Background: an optimization exercise with open tools, aiming at small area. Do not read the settings as production practice.
Only simulation tests tie the RTL to the original design; equivalence was not proved.
Power and IR drop assume default switching activity.

old:
==> module seu_snapshot_bank, before the edit <==
module seu_snapshot_bank #(
  parameter int NCH = 7,
  parameter int CNT_W = 64,
  parameter int SEL_W = 3
) (
  input  logic                 clock,
  input  logic                 reset,
  input  logic                 capture,
  input  logic                 commit,
  input  logic                 zero,
  input  logic [NCH*CNT_W-1:0] err_count,
  input  logic                 rd_req,
  input  logic [SEL_W-1:0]     rd_sel,
  output logic                 rd_ack,
  output logic [CNT_W-1:0]     rd_data
);
  logic [CNT_W-1:0] base_q [NCH];
  logic [CNT_W-1:0] snap_q [NCH];
  logic             snap_zero_q;
  logic [CNT_W-1:0] rd_mux;
  always_ff @(posedge clock)
    for (int k = 0; k < NCH; k++) begin
      if (capture) base_q[k] <= err_count[k*CNT_W +: CNT_W];
      if (commit) snap_q[k] <= err_count[k*CNT_W +: CNT_W] - base_q[k];
    end
  always_ff @(posedge clock)
    if (reset) snap_zero_q <= 1'b1;
    else if (commit) snap_zero_q <= zero;
  always_comb begin
    rd_mux = '0;
    if (!reset && !snap_zero_q)
      for (int k = 0; k < NCH; k++) if (rd_sel == SEL_W'(k)) rd_mux = snap_q[k];
  end
  always_ff @(posedge clock) begin
    rd_ack <= reset ? 1'b0 : rd_req;
    if (reset || rd_req) rd_data <= rd_mux;
  end
endmodule
clock: 5.0 ns
lec_check: 0
cap_margin: 20
core_margin: 2
core_utilization: 40
slew_margin: 20
run.sh (not shown) runs the stock make flow with config.mk's settings and CLKGATE_MAP_FILE= SYNTH_SCRIPT=/design/flow/synth_recipe.tcl, a recipe that flattens the netlist after the stock synthesis.
Edits applied to the flow inputs when going from old to new:
diff --git a/flow/design.v b/flow/design.v
--- a/flow/design.v
+++ b/flow/design.v
@@ -12,5 +12,6 @@
   parameter int NCH = 7,
   parameter int CNT_W = 64,
-  parameter int SEL_W = 3
+  parameter int SEL_W = 3,
+  parameter int CHUNK = 8
 ) (
   input  logic                 clock,
@@ -25,12 +26,36 @@
   output logic [CNT_W-1:0]     rd_data
 );
-  logic [CNT_W-1:0] base_q [NCH];
-  logic [CNT_W-1:0] snap_q [NCH];
+  localparam int NCK = CNT_W / CHUNK;
+  logic [CNT_W-1:0] base_n_q [NCH];
+  logic [CNT_W-1:0] sum_q [NCH];
+  logic [CNT_W-1:0] cy_q [NCH];     
+  logic [CNT_W-1:0] sum_d [NCH];
+  logic [CNT_W-1:0] cy_d [NCH];
   logic             snap_zero_q;
-  logic [CNT_W-1:0] rd_mux;
+  logic [CNT_W-1:0] rd_sum, rd_cy;
+  always_comb
+    for (int k = 0; k < NCH; k++) begin
+      logic c;
+      cy_d[k] = '0;
+      c = 1'b1;
+      for (int i = 0; i < CNT_W; i++) begin
+        logic a, b;
+        if (i % CHUNK == 0 && i != 0) begin
+          cy_d[k][i] = c;
+          c = 1'b0;
+        end
+        a = err_count[k*CNT_W + i];
+        b = base_n_q[k][i];
+        sum_d[k][i] = a ^ b ^ c;
+        c = (a & b) | (a & c) | (b & c);
+      end
+    end
   always_ff @(posedge clock)
     for (int k = 0; k < NCH; k++) begin
-      if (capture) base_q[k] <= err_count[k*CNT_W +: CNT_W];
-      if (commit) snap_q[k] <= err_count[k*CNT_W +: CNT_W] - base_q[k];
+      if (capture) base_n_q[k] <= ~err_count[k*CNT_W +: CNT_W];
+      if (commit) begin
+        sum_q[k] <= sum_d[k];
+        for (int j = 1; j < NCK; j++) cy_q[k][j*CHUNK] <= cy_d[k][j*CHUNK];
+      end
     end
   always_ff @(posedge clock)
@@ -38,11 +63,16 @@
     else if (commit) snap_zero_q <= zero;
   always_comb begin
-    rd_mux = '0;
+    rd_sum = '0;
+    rd_cy = '0;
     if (!reset && !snap_zero_q)
-      for (int k = 0; k < NCH; k++) if (rd_sel == SEL_W'(k)) rd_mux = snap_q[k];
+      for (int k = 0; k < NCH; k++)
+        if (rd_sel == SEL_W'(k)) begin
+          rd_sum = sum_q[k];
+          for (int j = 1; j < NCK; j++) rd_cy[j*CHUNK] = cy_q[k][j*CHUNK];
+        end
   end
   always_ff @(posedge clock) begin
     rd_ack <= reset ? 1'b0 : rd_req;
-    if (reset || rd_req) rd_data <= rd_mux;
+    if (reset || rd_req) rd_data <= rd_sum + rd_cy;
   end
 endmodule
==> comparison <==
Of new and old, it is new that has the lower total power. Going from old to new, the setup slack was found to have gone up by 0.070 ns. The top fanout value on the critical path reported for new is greater than that of old by 12. Diff old -> new: number of standard-cell rows in the floorplan shows a reduction of about 11%, internal power contribution went down 2.5 mW, global routing usage on met3 rose by 0.26 points, worst slack on hold paths roughly the same. new against old: remaining max-slew budget at the tightest pin saw a decrease, utilization after layout saw an increase, number of enable-type register cells in the synthesized netlist saw an increase, instance count of the mapped netlist saw a decrease. new ended up with adder cells as its largest family of logic cells by synthesized area; old ended up with compound AO/OA/AOI/OAI gates.

==> separate check: timing with driven ports <==
No port has a modelled driver above. Below, the same layouts with a new extraction and two added sets of constraints.
Step 1: set_driving_cell puts a clkbuf_16 on clock and a buf_2 on each other input, an assumption about the parent block.
Step 2 moves the port delays by t, midway between the first and last clock arrival at a register: inputs arrive t later, outputs are due t later. That takes back most of the time a late clock gives input paths.
Slacks: no drivers / after step 1 / after step 2; pairs: no drivers / after step 1.
run	t (ns)	slack for setup (ns)	slew at the worst register clock pin (ns)
old	0.837	0.592 / 0.653 / -0.185	0.06 / 0.06
new	0.800	0.662 / 0.700 / -0.100	0.07 / 0.07
With both steps, setup timing fails in old and new, where it was met with ideal ports. For old, which loses most, drivers alone change the setup slack by +0.061 ns; drivers and shift together by -0.777 ns.
